From an optimization exercise on the open Yosys and OpenROAD flow, aimed at small area; shortcuts taken in it are not production practice. In this exercise RTL edits were held to simulation tests only and were not proved equivalent to the original.

== 10-09 ==
==> flow/design.v (excerpt) <==
module decode_stage (
    input  logic        i_clk,
    input  logic        i_reset,
    input  logic        i_if_valid,
    input  logic [31:0] i_if_pc,
    input  logic [31:0] i_if_insn,
    output logic        o_if_readyn,
    input  logic        i_issue_readyn,
    output logic        o_issue_valid,
    output logic [31:0] o_issue_pc,
    output logic [1:0]  o_issue_pipe,
    output logic [3:0]  o_issue_op,
    output logic [4:0]  o_issue_src0,
    output logic [4:0]  o_issue_src1,
    output logic [4:0]  o_issue_dst,
    output logic [31:0] o_issue_imm,
    output logic        o_issue_load,
    output logic        o_issue_store,
    output logic [3:0]  o_issue_dst_rob,
    output logic [3:0]  o_issue_src0_rob,
    output logic        o_issue_src0_ready,
    output logic [31:0] o_issue_src0_value,
    output logic [3:0]  o_issue_src1_rob,
    output logic        o_issue_src1_ready,
    output logic [31:0] o_issue_src1_value,
    input  logic        i_wb_en,
    input  logic [3:0]  i_wb_rob,
    input  logic [31:0] i_wb_value,
    output logic        o_commit_valid,
    output logic        o_commit_ready,
    output logic [3:0]  o_commit_rob,
    output logic [31:0] o_commit_pc,
    output logic [4:0]  o_commit_dst,
    output logic [31:0] o_commit_value,
    output logic        o_commit_load,
    output logic        o_commit_store,
    input  logic        i_commit_en
);
Size: ~5300 cells after synthesis, ~350 I/O pins, roughly 90000 um2 of cells after synthesis.
==> flow/config.mk <==
export PLATFORM = sky130hd
export DESIGN_NAME = decode_stage
export DESIGN_NICKNAME = decode_stage
export VERILOG_FILES = /design/flow/design.v
export SDC_FILE = /design/flow/constraint.sdc
export NUM_CORES = 4
export LEC_CHECK = 0
export CAP_MARGIN = 20
export CORE_MARGIN = 2
export CORE_UTILIZATION = 45
export SLEW_MARGIN = 20
==> flow/constraint.sdc <==
create_clock -name core_clock -period 7.0 [get_ports {i_clk}]
set_input_delay 1.4000 -clock core_clock [delete_from_list [all_inputs] [get_ports {i_clk}]]
set_output_delay 1.4000 -clock core_clock [all_outputs]
set_load 0.01 [all_outputs]
standard.sh (not shown) runs the stock make flow with config.mk's settings and CLKGATE_MAP_FILE= SYNTH_SCRIPT=/design/flow/synth_recipe.tcl, a recipe that flattens the netlist after the stock synthesis.
==> flow/flow/run.sh <==
#!/bin/bash
# Own layout flow: the standard layout (standard.sh's make command) with
# these changes, made through a config and a synthesis script of its own:
#  - synthesis runs synth_recipe.tcl unchanged except that Yosys's abc call
#    uses flow/abc_area.script, an area-oriented ABC mapping with a relaxed
#    delay target, in place of ORFS's speed script.  Flip-flops are mapped
#    before abc, so the registers are exactly the standard synthesis's.
#  - ports are buffered with buf_1 cells;
#  - the clock tree uses sink clusters of up to 24 sinks within 80 um, and
#    no dummy loads.
# Every tool writes its full log under orfs/logs; make's own output goes to
# flow_make.log in this folder.
set -euo pipefail
here=$(pwd)

# synth_recipe.tcl with abc's -script argument replaced
{
  head -n 1 synth_recipe.tcl
  cat <<'TCL'
proc abc {args} {
  set i [lsearch -exact $args -script]
  if {$i >= 0} { lset args [expr {$i + 1}] $::env(OWN_ABC_SCRIPT) }
  yosys abc {*}$args
}
TCL
  tail -n +2 synth_recipe.tcl
} > own_synth.tcl

cat > own_config.mk <<MK
include $here/config.mk
export OWN_ABC_SCRIPT = $here/flow/abc_area.script
export BUFFER_PORTS_ARGS = -buffer_cell sky130_fd_sc_hd__buf_1
export CTS_ARGS = -sink_clustering_enable -repair_clock_nets -sink_clustering_size 24 -sink_clustering_max_diameter 80 -dont_use_dummy_load
MK

# standard.sh, pointed at own_config.mk and own_synth.tcl
sed -e "s#DESIGN_CONFIG=$here/config.mk#DESIGN_CONFIG=$here/own_config.mk#" \
    -e "s#SYNTH_SCRIPT=$here/synth_recipe.tcl#SYNTH_SCRIPT=$here/own_synth.tcl#" \
    standard.sh > own_standard.sh
grep -q "DESIGN_CONFIG=$here/own_config.mk" own_standard.sh
grep -q "SYNTH_SCRIPT=$here/own_synth.tcl" own_standard.sh

bash own_standard.sh > flow_make.log 2>&1
==> flow/flow/abc_area.script <==
&get -n
&st
&dch
&nf -R 1000 -a
&st
&syn2
&dch
&nf -R 1000 -a
&put
topo
10-09 was carried through to the last stage, and its layout satisfied the timing, DRC and antenna checks.
Input-level comparison between 10-10 and 10-09:
- BUFFER_PORTS_ARGS now -buffer_cell sky130_fd_sc_hd__buf_1, previously not set
- CTS_ARGS now -sink_clustering_enable -repair_clock_nets -sink_clustering_size 24 -sink_clustering_max_diameter 80 -dont_use_dummy_load, previously not set
==> flow/flow/run.sh <==
#!/bin/bash
# The standard layout (standard.sh) with three changes made through ORFS
# variables: ports are buffered with buf_1 cells, and the clock tree uses
# larger sink clusters and no dummy loads.  Every tool's output goes to the
# ORFS logs under orfs/logs; make's own output goes to flow_make.log here.
set -euo pipefail
cat >> config.mk <<'MK'
export BUFFER_PORTS_ARGS = -buffer_cell sky130_fd_sc_hd__buf_1
export CTS_ARGS = -sink_clustering_enable -repair_clock_nets -sink_clustering_size 24 -sink_clustering_max_diameter 80 -dont_use_dummy_load
MK
bash standard.sh > flow_make.log 2>&1
removed: flow/flow/abc_area.script
--- outcome ---
10-10 vs 10-09: post-synth net total up by more than 10%. [diff] hold slack, 10-10 relative to 10-09: regression. 10-10 vs 10-09, instance count: 10-10 higher. The lower clock skew came out of 10-10. Length in cells of the worst reg-to-reg path in 10-10 is 4 lower than in 10-09. Diff 10-10..10-09 | sequential cell area | unchanged. The higher synthesized cell count came out of 10-10. Going from 10-09 to 10-10, the synthesis-to-layout area growth was found to have gone down by 2.1 points.

[port drivers added, routing unchanged]
The results above use ideal ports. As a check the final layouts listed here were re-extracted and re-timed, cells and wires unchanged. Step 1 (the two cells are an assumption about what drives the block):
set clk [get_ports {i_clk}]
set_driving_cell -lib_cell sky130_fd_sc_hd__clkbuf_16 $clk
set_driving_cell -lib_cell sky130_fd_sc_hd__buf_2 [delete_from_list [all_inputs] $clk]
Step 2 times the ports against the registers' clock, not the clock port: input delays grow and output delays shrink by t, the midpoint of the rising clock arrivals with the driver on. Slacks: ideal / step 1 / step 2; pairs: ideal / step 1.
| run | shift t [ns] | setup slack, ns | hold WS [ns] | worst setup path at the end | worst data-port slew with drivers (ns) |
|---|---|---|---|---|---|
| 10-09 | 0.884 | 1.225 / 1.125 / 0.621 | 0.303 / 0.303 / 0.303 | input to register | 0.16 |
| 10-10 | 0.900 | 1.303 / 1.210 / 0.975 | 0.271 / 0.271 / 0.271 | input to register | 0.21 |
After both steps every run listed still meets setup and hold. The setup slack of 10-09, which loses most, moves by -0.100 ns with the drivers and by -0.604 ns with both steps.
